What follows belongs to an exercise in optimizing a design on an open flow for a short achievable clock period; a production flow would make more cautious choices. Function was checked by simulation only, so behaviour that the tests miss may differ from the original. The clock port is modelled as an ideal driver, which makes a skipped or thinned clock tree look cheaper than it is; a real chip needs a root buffer or a tree. No activity file was given, so power comes from the tool's default toggle rates.

==> run a <==
// pulse_timing_top
module pulse_timing_top
(
   input  logic       clk_pll,
   input  logic       resetn,
   input  logic       host_valid,
   input  logic [35:0] host_wr,
   output logic       host_ready,
   input  logic       pump,
   output logic [17:0] pulse
);
==> module timing_loader, before the edit <==
module timing_loader
(
   input  logic          clk_pll,
   input  logic          resetn,
   input  logic          host_valid,
   input  pulse_pkg::host_wr_t      host_wr,
   output logic          host_ready,
   output logic          push,
   output pulse_pkg::pulse_timing_t shadow,
   input  logic          credit_return
);
   localparam int CRED_W = $clog2(4 + 1);
   logic              wr_acc;
   logic              commit_acc;
   logic [CRED_W-1:0] credits;
   logic              ready_q;
   logic [CRED_W-1:0] credits_inc;
   logic [CRED_W-1:0] credits_dec;
   assign credits_inc = credits + CRED_W'(1);
   assign credits_dec = credits - CRED_W'(1);
   assign host_ready = ready_q;
   assign wr_acc     = host_valid && ready_q;
   assign commit_acc = wr_acc && (host_wr.addr == 4'd8);
   always_ff @(posedge clk_pll) begin
      if (resetn) begin
         shadow <= '0;
      end else if (wr_acc) begin
         case (host_wr.addr)
            4'd0:   shadow.period       <= host_wr.data;
            4'd1:  shadow.sync_up      <= host_wr.data;
            4'd2:  shadow.p1width      <= host_wr.data;
            4'd3:  shadow.p2start      <= host_wr.data;
            4'd4: shadow.att_down     <= host_wr.data;
            4'd5:    shadow.delay        <= host_wr.data;
            4'd6:   shadow.offres_delay <= host_wr.data;
            4'd7: begin
               shadow.pp_pump      <=
                  host_wr.data[0 +: $bits(shadow.pp_pump)];
               shadow.pp_probe     <=
                  host_wr.data[7 +: $bits(shadow.pp_probe)];
               shadow.post_att     <=
                  host_wr.data[14 +: $bits(shadow.post_att)];
               shadow.double_pulse <= host_wr.data[21];
               shadow.pump_on      <= host_wr.data[22];
            end
            default: ;
         endcase
      end
   end
   always_ff @(posedge clk_pll) begin
      if (resetn) begin
         push <= 1'b0;
      end else begin
         push <= commit_acc;
      end
   end
   always_ff @(posedge clk_pll) begin
      if (resetn) begin
         credits <= CRED_W'(4);
         ready_q <= 1'b1;
      end else begin
         if (commit_acc && !credit_return) begin
            credits <= credits_dec;
         end else if (!commit_acc && credit_return) begin
            credits <= credits_inc;
         end
         if (commit_acc) begin
            ready_q <= credit_return || (credits != CRED_W'(1));
         end else begin
            ready_q <= ready_q || credit_return;
         end
      end
   end
endmodule
==> module set_prep, before the edit <==
module set_prep
(
   input  logic                     clk_pll,
   input  pulse_pkg::pulse_timing_t shadow,
   output pulse_pkg::seq_set_t      entry
);
   localparam int NCH = 8;
   typedef struct packed {
      logic [NCH-1:0]      co;    
      logic [NCH-1:0][3:0] s;     
   } psum_t;
   function automatic psum_t chunk_add(input logic [31:0] a, input logic [31:0] b);
      psum_t r;
      logic [4:0] t;
      for (int k = 0; k < NCH; k++) begin
         t = {1'b0, a[4*k +: 4]} + {1'b0, b[4*k +: 4]};
         r.s[k]  = t[3:0];
         r.co[k] = t[4];
      end
      chunk_add = r;
   endfunction
   function automatic logic [NCH-1:0] chunk_cin(input psum_t x);
      logic [NCH-1:0] g, p, gn, pn;
      for (int k = 0; k < NCH; k++) begin
         g[k] = x.co[k];
         p[k] = (x.s[k] == 4'hf);
      end
      for (int l = 0; l < 3; l++) begin
         gn = g;
         pn = p;
         for (int k = 0; k < NCH; k++) begin
            if (k >= (1 << l)) begin
               gn[k] = g[k] | (p[k] & g[k - (1 << l)]);
               pn[k] = p[k] & p[k - (1 << l)];
            end
         end
         g = gn;
         p = pn;
      end
      chunk_cin = {g[NCH-2:0], 1'b0};
   endfunction
   function automatic logic [31:0] chunk_sum(input psum_t x);
      logic [NCH-1:0] c;
      logic [31:0] r;
      c = chunk_cin(x);
      for (int k = 0; k < NCH; k++) begin
         r[4*k +: 4] = x.s[k] + 4'(c[k]);
      end
      chunk_sum = r;
   endfunction
   function automatic logic chunk_zero(input psum_t x);
      logic [NCH-1:0] c;
      logic r;
      c = chunk_cin(x);
      r = 1'b1;
      for (int k = 0; k < NCH; k++) begin
         if (c[k] ? (x.s[k] != 4'hf) : (x.s[k] != 4'h0)) begin
            r = 1'b0;
         end
      end
      chunk_zero = r;
   endfunction
   psum_t p_offs, p_offe, p_att3, p_rec;
   logic r_sync, r_p1w, r_p2s, r_att1, r_att3, r_attd, r_per, r_offen;
   logic [31:0] s_offs, s_offe, s_att3, s_rec;
   always_ff @(posedge clk_pll) begin
      p_offs <= chunk_add(shadow.offres_delay, 32'd1);
      p_offe <= chunk_add(shadow.offres_delay, shadow.p1width);
      p_att3 <= chunk_add(shadow.sync_up, 32'd0 - 32'(30));
      p_rec  <= chunk_add(shadow.sync_up, shadow.delay);
      r_sync  <= (shadow.sync_up != '0);
      r_p1w   <= (shadow.p1width != '0);
      r_p2s   <= (shadow.p2start != '0);
      r_att1  <= (shadow.p1width != '1);
      r_att3  <= (shadow.sync_up != 32'(30));
      r_attd  <= (shadow.att_down != '0);
      r_per   <= (shadow.period == '0);
      r_offen <= shadow.double_pulse && !shadow.pump_on;
   end
   assign s_offs = chunk_sum(p_offs);
   assign s_offe = chunk_sum(p_offe);
   assign s_att3 = chunk_sum(p_att3);
   assign s_rec  = chunk_sum(p_rec);
   always_comb begin
      entry.t_sync    = shadow.sync_up;
      entry.t_p1w     = shadow.p1width;
      entry.t_p2s     = shadow.p2start;
      entry.t_offs    = s_offs;
      entry.t_offe    = s_offe;
      entry.t_att3    = s_att3;
      entry.t_rec     = s_rec;
      entry.t_attd    = shadow.att_down;
      entry.t_per     = shadow.period;
      entry.pp_pump   = shadow.pp_pump;
      entry.pp_probe  = shadow.pp_probe;
      entry.post_att  = shadow.post_att;
      entry.offres_en = r_offen;
      entry.z_sync    = r_sync;
      entry.z_p1w     = r_p1w;
      entry.z_p2s     = r_p2s;
      entry.z_offe    = !chunk_zero(p_offe);
      entry.z_att1    = r_att1;
      entry.z_att3    = r_att3;
      entry.z_rec     = chunk_zero(p_rec);
      entry.z_attd    = r_attd;
      entry.z_per     = r_per;
   end
endmodule
==> flow/config.mk <==
export PLATFORM = sky130hd
export DESIGN_NAME = pulse_timing_top
export DESIGN_NICKNAME = pulse_timing_top
export VERILOG_FILES = /design/flow/design.v
export SDC_FILE = /design/flow/constraint.sdc
export NUM_CORES = 4
export LEC_CHECK = 0
export ABC_CLOCK_PERIOD_IN_PS = 2000
export CAP_MARGIN = 20
export CORE_MARGIN = 2
export CORE_UTILIZATION = 55
export SETUP_SLACK_MARGIN = 2.9
export SLEW_MARGIN = 20
==> flow/constraint.sdc <==
create_clock -name core_clock -period 4.6 [get_ports {clk_pll}]
set_input_delay 0.9200 -clock core_clock [delete_from_list [all_inputs] [get_ports {clk_pll}]]
set_output_delay 0.9200 -clock core_clock [all_outputs]
set_load 0.01 [all_outputs]
standard.sh (not shown) runs the stock make flow with config.mk's settings and CLKGATE_MAP_FILE= SYNTH_SCRIPT=/design/flow/synth_recipe.tcl, a recipe that flattens the netlist after the stock synthesis.
==> flow/flow/run.sh <==
#!/bin/bash
# The standard layout, with the clock tree built by flow/cts_hook.tcl: the
# clock port drives four root buffers, each drives the leaf buffers of one
# quarter of the flip-flops. Every tool's output is logged in this folder.
set -euo pipefail
export PRE_CTS_TCL="$PWD/flow/cts_hook.tcl"
bash standard.sh > flow_orfs.log 2>&1
==> flow/flow/cts_hook.tcl <==
# Sourced by ORFS's CTS step (PRE_CTS_TCL) in place of TritonCTS: builds the
# two-level clock tree of mytree.tcl, then ORFS goes on with its own detailed
# placement and timing repair.
source [file join [file dirname [info script]] mytree.tcl]

proc clock_tree_synthesis { args } {
  set block [ord::get_db_block]
  set n [llength [[$block findNet clk_pll] getITerms]]
  # about 24 clock pins per leaf buffer
  set nleaf [expr { max(4, int(round($n / 24.0))) }]
  build_clock_tree 4 $nleaf sky130_fd_sc_hd__clkbuf_16
}
Other scripts of this flow, unchanged in this note and not shown: flow/flow/mytree.tcl
==> run b (differences from run a) <==
--- a/flow/design.v
+++ b/flow/design.v
@@ -67,10 +67,6 @@
    logic              commit_acc;
    logic [CRED_W-1:0] credits;
    logic              ready_q;
-   logic [CRED_W-1:0] credits_inc;
-   logic [CRED_W-1:0] credits_dec;
-   assign credits_inc = credits + CRED_W'(1);
-   assign credits_dec = credits - CRED_W'(1);
    assign host_ready = ready_q;
    assign wr_acc     = host_valid && ready_q;
    assign commit_acc = wr_acc && (host_wr.addr == 4'd8);
@@ -112,11 +108,7 @@
          credits <= CRED_W'(4);
          ready_q <= 1'b1;
       end else begin
-         if (commit_acc && !credit_return) begin
-            credits <= credits_dec;
-         end else if (!commit_acc && credit_return) begin
-            credits <= credits_inc;
-         end
+         credits <= credits - CRED_W'(commit_acc) + CRED_W'(credit_return);
          if (commit_acc) begin
             ready_q <= credit_return || (credits != CRED_W'(1));
          end else begin
@@ -132,83 +124,32 @@
    input  pulse_pkg::pulse_timing_t shadow,
    output pulse_pkg::seq_set_t      entry
 );
-   localparam int NCH = 8;
-   typedef struct packed {
-      logic [NCH-1:0]      co;    
-      logic [NCH-1:0][3:0] s;     
-   } psum_t;
-   function automatic psum_t chunk_add(input logic [31:0] a, input logic [31:0] b);
-      psum_t r;
-      logic [4:0] t;
-      for (int k = 0; k < NCH; k++) begin
-         t = {1'b0, a[4*k +: 4]} + {1'b0, b[4*k +: 4]};
-         r.s[k]  = t[3:0];
-         r.co[k] = t[4];
-      end
-      chunk_add = r;
-   endfunction
-   function automatic logic [NCH-1:0] chunk_cin(input psum_t x);
-      logic [NCH-1:0] g, p, gn, pn;
-      for (int k = 0; k < NCH; k++) begin
-         g[k] = x.co[k];
-         p[k] = (x.s[k] == 4'hf);
-      end
-      for (int l = 0; l < 3; l++) begin
+   logic [31:0] s_offs, s_offe, s_att3, s_rec;
+   function automatic logic [31:0] pp_add(input logic [31:0] a,
+                                          input logic [31:0] b);
+      logic [31:0] g, p, gn, pn;
+      g = a & b;
+      p = a ^ b;
+      for (int l = 0; l < 5; l++) begin
          gn = g;
          pn = p;
-         for (int k = 0; k < NCH; k++) begin
-            if (k >= (1 << l)) begin
-               gn[k] = g[k] | (p[k] & g[k - (1 << l)]);
-               pn[k] = p[k] & p[k - (1 << l)];
+         for (int i = 0; i < 32; i++) begin
+            if (i >= (1 << l)) begin
+               gn[i] = g[i] | (p[i] & g[i - (1 << l)]);
+               pn[i] = p[i] & p[i - (1 << l)];
             end
          end
          g = gn;
          p = pn;
       end
-      chunk_cin = {g[NCH-2:0], 1'b0};
+      pp_add = a ^ b ^ {g[30:0], 1'b0};
    endfunction
-   function automatic logic [31:0] chunk_sum(input psum_t x);
-      logic [NCH-1:0] c;
-      logic [31:0] r;
-      c = chunk_cin(x);
-      for (int k = 0; k < NCH; k++) begin
-         r[4*k +: 4] = x.s[k] + 4'(c[k]);
-      end
-      chunk_sum = r;
-   endfunction
-   function automatic logic chunk_zero(input psum_t x);
-      logic [NCH-1:0] c;
-      logic r;
-      c = chunk_cin(x);
-      r = 1'b1;
-      for (int k = 0; k < NCH; k++) begin
-         if (c[k] ? (x.s[k] != 4'hf) : (x.s[k] != 4'h0)) begin
-            r = 1'b0;
-         end
-      end
-      chunk_zero = r;
-   endfunction
-   psum_t p_offs, p_offe, p_att3, p_rec;
-   logic r_sync, r_p1w, r_p2s, r_att1, r_att3, r_attd, r_per, r_offen;
-   logic [31:0] s_offs, s_offe, s_att3, s_rec;
    always_ff @(posedge clk_pll) begin
-      p_offs <= chunk_add(shadow.offres_delay, 32'd1);
-      p_offe <= chunk_add(shadow.offres_delay, shadow.p1width);
-      p_att3 <= chunk_add(shadow.sync_up, 32'd0 - 32'(30));
-      p_rec  <= chunk_add(shadow.sync_up, shadow.delay);
-      r_sync  <= (shadow.sync_up != '0);
-      r_p1w   <= (shadow.p1width != '0);
-      r_p2s   <= (shadow.p2start != '0);
-      r_att1  <= (shadow.p1width != '1);
-      r_att3  <= (shadow.sync_up != 32'(30));
-      r_attd  <= (shadow.att_down != '0);
-      r_per   <= (shadow.period == '0);
-      r_offen <= shadow.double_pulse && !shadow.pump_on;
+      s_offs <= pp_add(shadow.offres_delay, 32'd1);
+      s_offe <= pp_add(shadow.offres_delay, shadow.p1width);
+      s_att3 <= pp_add(shadow.sync_up, 32'd0 - 32'(30));
+      s_rec  <= pp_add(shadow.sync_up, shadow.delay);
    end
-   assign s_offs = chunk_sum(p_offs);
-   assign s_offe = chunk_sum(p_offe);
-   assign s_att3 = chunk_sum(p_att3);
-   assign s_rec  = chunk_sum(p_rec);
    always_comb begin
       entry.t_sync    = shadow.sync_up;
       entry.t_p1w     = shadow.p1width;
@@ -222,16 +163,16 @@
       entry.pp_pump   = shadow.pp_pump;
       entry.pp_probe  = shadow.pp_probe;
       entry.post_att  = shadow.post_att;
-      entry.offres_en = r_offen;
-      entry.z_sync    = r_sync;
-      entry.z_p1w     = r_p1w;
-      entry.z_p2s     = r_p2s;
-      entry.z_offe    = !chunk_zero(p_offe);
-      entry.z_att1    = r_att1;
-      entry.z_att3    = r_att3;
-      entry.z_rec     = chunk_zero(p_rec);
-      entry.z_attd    = r_attd;
-      entry.z_per     = r_per;
+      entry.offres_en = shadow.double_pulse && !shadow.pump_on;
+      entry.z_sync    = (shadow.sync_up != '0);
+      entry.z_p1w     = (shadow.p1width != '0);
+      entry.z_p2s     = (shadow.p2start != '0);
+      entry.z_offe    = (s_offe != '0);
+      entry.z_att1    = (shadow.p1width != '1);
+      entry.z_att3    = (shadow.sync_up != 32'(30));
+      entry.z_rec     = (s_rec == '0);
+      entry.z_attd    = (shadow.att_down != '0);
+      entry.z_per     = (shadow.period == '0);
    end
 endmodule
 module timing_fifo #(
--- a/flow/flow/cts_hook.tcl
+++ b/flow/flow/cts_hook.tcl
@@ -6,7 +6,7 @@
 proc clock_tree_synthesis { args } {
   set block [ord::get_db_block]
   set n [llength [[$block findNet clk_pll] getITerms]]
-  # about 24 clock pins per leaf buffer
-  set nleaf [expr { max(4, int(round($n / 24.0))) }]
+  # about 26 clock pins per leaf buffer
+  set nleaf [expr { max(4, int(round($n / 26.0))) }]
   build_clock_tree 4 $nleaf sky130_fd_sc_hd__clkbuf_16
 }
- SETUP_SLACK_MARGIN: 2.9 -> 2.6
==> run c (differences from run a) <==
--- a/flow/design.v
+++ b/flow/design.v
@@ -134,25 +134,26 @@
 );
    localparam int NCH = 8;
    typedef struct packed {
-      logic [NCH-1:0]      co;    
-      logic [NCH-1:0][3:0] s;     
+      logic [NCH-1:0]      g;
+      logic [NCH-1:0]      p;
+      logic [NCH-1:0][3:0] s;
    } psum_t;
    function automatic psum_t chunk_add(input logic [31:0] a, input logic [31:0] b);
       psum_t r;
       logic [4:0] t;
       for (int k = 0; k < NCH; k++) begin
          t = {1'b0, a[4*k +: 4]} + {1'b0, b[4*k +: 4]};
-         r.s[k]  = t[3:0];
-         r.co[k] = t[4];
+         r.s[k] = t[3:0];
+         r.g[k] = t[4];
+         r.p[k] = t[4] || (t[3:0] == 4'hf);
       end
       chunk_add = r;
    endfunction
-   function automatic logic [NCH-1:0] chunk_cin(input psum_t x);
-      logic [NCH-1:0] g, p, gn, pn;
-      for (int k = 0; k < NCH; k++) begin
-         g[k] = x.co[k];
-         p[k] = (x.s[k] == 4'hf);
-      end
+   function automatic logic [31:0] chunk_sum(input psum_t x);
+      logic [NCH-1:0] g, p, gn, pn, c;
+      logic [31:0] r;
+      g = x.g;
+      p = x.p;
       for (int l = 0; l < 3; l++) begin
          gn = g;
          pn = p;
@@ -165,32 +166,19 @@
          g = gn;
          p = pn;
       end
-      chunk_cin = {g[NCH-2:0], 1'b0};
-   endfunction
-   function automatic logic [31:0] chunk_sum(input psum_t x);
-      logic [NCH-1:0] c;
-      logic [31:0] r;
-      c = chunk_cin(x);
+      c = {g[NCH-2:0], 1'b0};
       for (int k = 0; k < NCH; k++) begin
-         r[4*k +: 4] = x.s[k] + 4'(c[k]);
+         r[4*k +: 4] = c[k] ? (x.s[k] + 4'd1) : x.s[k];
       end
       chunk_sum = r;
    endfunction
-   function automatic logic chunk_zero(input psum_t x);
-      logic [NCH-1:0] c;
-      logic r;
-      c = chunk_cin(x);
-      r = 1'b1;
-      for (int k = 0; k < NCH; k++) begin
-         if (c[k] ? (x.s[k] != 4'hf) : (x.s[k] != 4'h0)) begin
-            r = 1'b0;
-         end
-      end
-      chunk_zero = r;
+   function automatic logic sum_is_zero(input logic [31:0] a, input logic [31:0] b);
+      sum_is_zero = (((a ^ b) ^ {(a[30:0] | b[30:0]), 1'b0}) == '0);
    endfunction
    psum_t p_offs, p_offe, p_att3, p_rec;
-   logic r_sync, r_p1w, r_p2s, r_att1, r_att3, r_attd, r_per, r_offen;
    logic [31:0] s_offs, s_offe, s_att3, s_rec;
+   logic r_sync, r_p1w, r_p2s, r_att1, r_att3, r_attd, r_per, r_offen;
+   logic r_offe, r_rec;
    always_ff @(posedge clk_pll) begin
       p_offs <= chunk_add(shadow.offres_delay, 32'd1);
       p_offe <= chunk_add(shadow.offres_delay, shadow.p1width);
@@ -204,6 +192,8 @@
       r_attd  <= (shadow.att_down != '0);
       r_per   <= (shadow.period == '0);
       r_offen <= shadow.double_pulse && !shadow.pump_on;
+      r_offe  <= !sum_is_zero(shadow.offres_delay, shadow.p1width);
+      r_rec   <= sum_is_zero(shadow.sync_up, shadow.delay);
    end
    assign s_offs = chunk_sum(p_offs);
    assign s_offe = chunk_sum(p_offe);
@@ -226,10 +216,10 @@
       entry.z_sync    = r_sync;
       entry.z_p1w     = r_p1w;
       entry.z_p2s     = r_p2s;
-      entry.z_offe    = !chunk_zero(p_offe);
+      entry.z_offe    = r_offe;
       entry.z_att1    = r_att1;
       entry.z_att3    = r_att3;
-      entry.z_rec     = chunk_zero(p_rec);
+      entry.z_rec     = r_rec;
       entry.z_attd    = r_attd;
       entry.z_per     = r_per;
    end
==> run notes <==
- The highest register-to-register slack belongs to run c, the lowest to run b.
- Global-route usage: run a > run c > run b.
- Run b produced a clean layout. Run c passed the timing, design-rule and antenna checks. Run a ran to the end with no violations.
- Core utilization: run a > run c > run b.
- Against run c, the worst setup slack of run a is lower by 0.29 ns.
- In run a the flip-flop and latch count is higher than in run b, by 30.
- Clock power: run c is larger than run b (about 5.6%).
- Via count: run c > run a > run b.
In every run of this note, the design's own scripts or RTL, not TritonCTS, make the clock network.

separate check: timing with driven ports:
In the flow no input, the clock included, has a driving cell. The finished layouts below were timed again as built, in two steps.
Step 1 assumes that a clkbuf_16 drives the clock port and a buf_2 every other input.
Step 2 adds t to the input delays and takes it off the output delays; t is the mean of the earliest and latest rising clock arrival at the registers after step 1. Input paths then give back, and output paths get back, about the clock's delay inside the block.
Three values: no drivers, after step 1, after step 2; two values: the first two.
run | t (ns) | setup WS [ns] | cell pins on the clock port's net
run a | 0.760 | 2.308 / 2.309 / 2.106 | 4
run b | 0.748 | 1.653 / 1.653 / 1.653 | 4
run c | 0.766 | 2.597 / 2.412 / 2.007 | 4
After both steps setup and hold are still met in every run listed. The setup slack of run c, which loses most, moves by -0.185 ns with the drivers and by -0.590 ns with both steps.
